From an optimization exercise on the open Yosys and OpenROAD flow, aimed at small area, a short achievable clock period and few clock cycles per item; shortcuts taken in it are not production practice.
In this exercise RTL edits were held to simulation tests only and were not proved equivalent to the original.

## build 30
## fft_bfly_pipe
module fft_bfly_pipe #(
  parameter int DATA_W = 16,
  parameter int TW_W   = 16,
  parameter int TAG_W  = 8
) (
  input  logic              clk,
  input  logic              rst,
  input  logic              in_valid,
  output logic              in_ready,
  input  logic [DATA_W-1:0] a_re,
  input  logic [DATA_W-1:0] a_im,
  input  logic [DATA_W-1:0] b_re,
  input  logic [DATA_W-1:0] b_im,
  input  logic [TW_W-1:0]   w_re,
  input  logic [TW_W-1:0]   w_im,
  input  logic              inv,
  input  logic              scale,
  input  logic [TAG_W-1:0]  tag_in,
  output logic              out_valid,
  input  logic              out_ready,
  output logic [DATA_W-1:0] y0_re,
  output logic [DATA_W-1:0] y0_im,
  output logic [DATA_W-1:0] y1_re,
  output logic [DATA_W-1:0] y1_im,
  output logic              ovf,
  output logic [TAG_W-1:0]  tag_out
);
  function automatic logic [16:0] bsel(
    input logic [15:0] x,
    input logic        one,
    input logic        two,
    input logic        neg
  );
    bsel = (({17{one}} & {x[15], x}) | ({17{two}} & {x, 1'b0})) ^ {17{neg}};
  endfunction
  logic en;
  logic v1_q, v2_q, v3_q;
  bfly_en u_en (.v(v3_q), .r(out_ready), .y(en));
  assign in_ready = en;
  logic [7:0] owr_d, twr_d, nwr_d, owi_d, twi_d, nwi_d;
  logic [16:0] wre_e, wim_e;
  assign wre_e = {w_re, 1'b0};
  assign wim_e = {w_im, 1'b0};
  always_comb begin
    for (int j = 0; j < 8; j++) begin
      owr_d[j] = wre_e[2*j+1] ^ wre_e[2*j];
      twr_d[j] = (wre_e[2*j+2] ^ wre_e[2*j+1]) & ~(wre_e[2*j+1] ^ wre_e[2*j]);
      nwr_d[j] = wre_e[2*j+2];
  ...
For scale: about 3700 cells after synthesis, about 350 flip-flops, roughly 190 I/O pins, roughly 40000 µm² of cells after synthesis.
==> flow/config.mk <==
export PLATFORM = sky130hd
export DESIGN_NAME = fft_bfly_pipe
export DESIGN_NICKNAME = fft_bfly_pipe
export VERILOG_FILES = /design/flow/design.v
export SDC_FILE = /design/flow/constraint.sdc
export NUM_CORES = 4
export LEC_CHECK = 0
export CAP_MARGIN = 20
export CORE_MARGIN = 2
export CORE_UTILIZATION = 55
export CTS_CLUSTER_DIAMETER = 150
export CTS_CLUSTER_SIZE = 24
export PLACE_DENSITY = 0.7
export SETUP_SLACK_MARGIN = 5.0
export SLEW_MARGIN = 20
export SYNTH_HIERARCHICAL = 1
export SYNTH_MINIMUM_KEEP_SIZE = 0
export TNS_END_PERCENT = 0
==> flow/constraint.sdc <==
create_clock -name core_clock -period 7.5 [get_ports {clk}]
set_input_delay 1.5000 -clock core_clock [delete_from_list [all_inputs] [get_ports {clk}]]
set_output_delay 1.5000 -clock core_clock [all_outputs]
set_load 0.01 [all_outputs]
standard.sh (not shown) runs the stock make flow with config.mk's settings and CLKGATE_MAP_FILE= SYNTH_SCRIPT=/design/flow/synth_recipe.tcl, a recipe that flattens the netlist after the stock synthesis.
==> flow/flow/run.sh <==
#!/bin/bash
set -o pipefail
export BUFFER_PORTS_ARGS="-buffer_cell sky130_fd_sc_hd__buf_1"
bash standard.sh > standard.log 2>&1
Testbench counts of build 30, summed over its fixed seeds: cycles 16,024, items 16,000.
Inputs modified between build 30 and build 1:
diff --git a/flow/config.mk b/flow/config.mk
--- a/flow/config.mk
+++ b/flow/config.mk
@@ -12,5 +12,5 @@
 export CTS_CLUSTER_SIZE = 24
 export PLACE_DENSITY = 0.7
-export SETUP_SLACK_MARGIN = 5.0
+export SETUP_SLACK_MARGIN = 3.5
 export SLEW_MARGIN = 20
 export SYNTH_HIERARCHICAL = 1
==> comparison <==
- Build 1: done, clean on timing, DRC and antenna
- Build 30: full flow OK, the timing, design-rule and antenna checks passed
- [compare] base=build 30 new=build 1: total routed wirelength fell by about 3.7%, fmax fell by 9.8%, max-slew headroom at the worst pin rose by 1.6 points, number of resized instances in the post-cts repair step fell by 181.
- Against build 30 as the reference, build 1 delivers a lower setup slack of the critical path after layout.
The inputs of build 21 differ from those of build 1 as listed below.
diff --git a/flow/config.mk b/flow/config.mk
--- a/flow/config.mk
+++ b/flow/config.mk
@@ -12,5 +12,5 @@
 export CTS_CLUSTER_SIZE = 24
 export PLACE_DENSITY = 0.7
-export SETUP_SLACK_MARGIN = 3.5
+export SETUP_SLACK_MARGIN = 3.8
 export SLEW_MARGIN = 20
 export SYNTH_HIERARCHICAL = 1
Notes after the runs:
Build 21 against build 1: met3 routed wirelength up 2.4%.
Compared with build 1, build 21 shows a final cell count that is about 0.5% higher.
#### Input delta (build 73 over build 21)
diff --git a/flow/config.mk b/flow/config.mk
--- a/flow/config.mk
+++ b/flow/config.mk
@@ -12,5 +12,5 @@
 export CTS_CLUSTER_SIZE = 24
 export PLACE_DENSITY = 0.7
-export SETUP_SLACK_MARGIN = 3.8
+export SETUP_SLACK_MARGIN = 3.9
 export SLEW_MARGIN = 20
 export SYNTH_HIERARCHICAL = 1
Findings:
- Each of the runs, namely build 21 and build 73, reached the end of the flow and came out clean.
- From build 21 to build 73 the numbers moved as follows: number of global-route vias before repair has increased, routed length on met1 ~0 delta, wire length on met3 higher.
Relative to build 73, the following input files were edited for build 23:
diff --git a/flow/config.mk b/flow/config.mk
--- a/flow/config.mk
+++ b/flow/config.mk
@@ -8,9 +8,9 @@
 export CAP_MARGIN = 20
 export CORE_MARGIN = 2
-export CORE_UTILIZATION = 55
+export CORE_UTILIZATION = 65
 export CTS_CLUSTER_DIAMETER = 150
 export CTS_CLUSTER_SIZE = 24
-export PLACE_DENSITY = 0.7
-export SETUP_SLACK_MARGIN = 3.9
+export PLACE_DENSITY = 0.8
+export SETUP_SLACK_MARGIN = 4.2
 export SLEW_MARGIN = 20
 export SYNTH_HIERARCHICAL = 1
### Flow results
- Total wire length (build 23 vs. build 73) decreases slightly
- Number of buffers outside the clock class in the layout in build 23 is 10 higher than in build 73
- Across build 73 and build 23, the outcome is the same: a clean finish for every run.
- Setup slack: build 23 more than build 73
- The cell area after layout on build 73 is in line with that on build 23.

[afterwards: timing with drivers on the ports]
Ports are ideal in the flow. The routed layouts listed here were re-timed in OpenROAD.
Step 1, drivers: a clkbuf_16 drives clk and a buf_2 each remaining input, both assumed.
Step 2, shift: input delay + t, output delay - t, t = (earliest + latest rising clock arrival at the registers) / 2. This alone moves slack from input paths to output paths.
a / b / c = ideal / step 1 / step 2; a / b = the first two.
| run | t (ns) | slack for setup (ns) | worst register clock-pin slew, ns | pins driven straight from the clock port |
|---|---|---|---|---|
| build 30 | 0.637 | 3.768 / 3.768 / 3.619 | 0.11 / 0.11 | 1 |
| build 1 | 0.635 | 3.364 / 3.364 / 3.364 | 0.11 / 0.11 | 1 |
| build 21 | 0.641 | 3.811 / 3.779 / 3.651 | 0.11 / 0.11 | 1 |
| build 73 | 0.637 | 3.827 / 3.827 / 3.633 | 0.11 / 0.11 | 1 |
| build 23 | 0.621 | 3.859 / 3.859 / 3.666 | 0.11 / 0.11 | 1 |
After both steps every run listed still meets setup and hold. The setup slack of build 73, which loses most, moves by 0.000 ns with the drivers and by -0.194 ns with both steps.
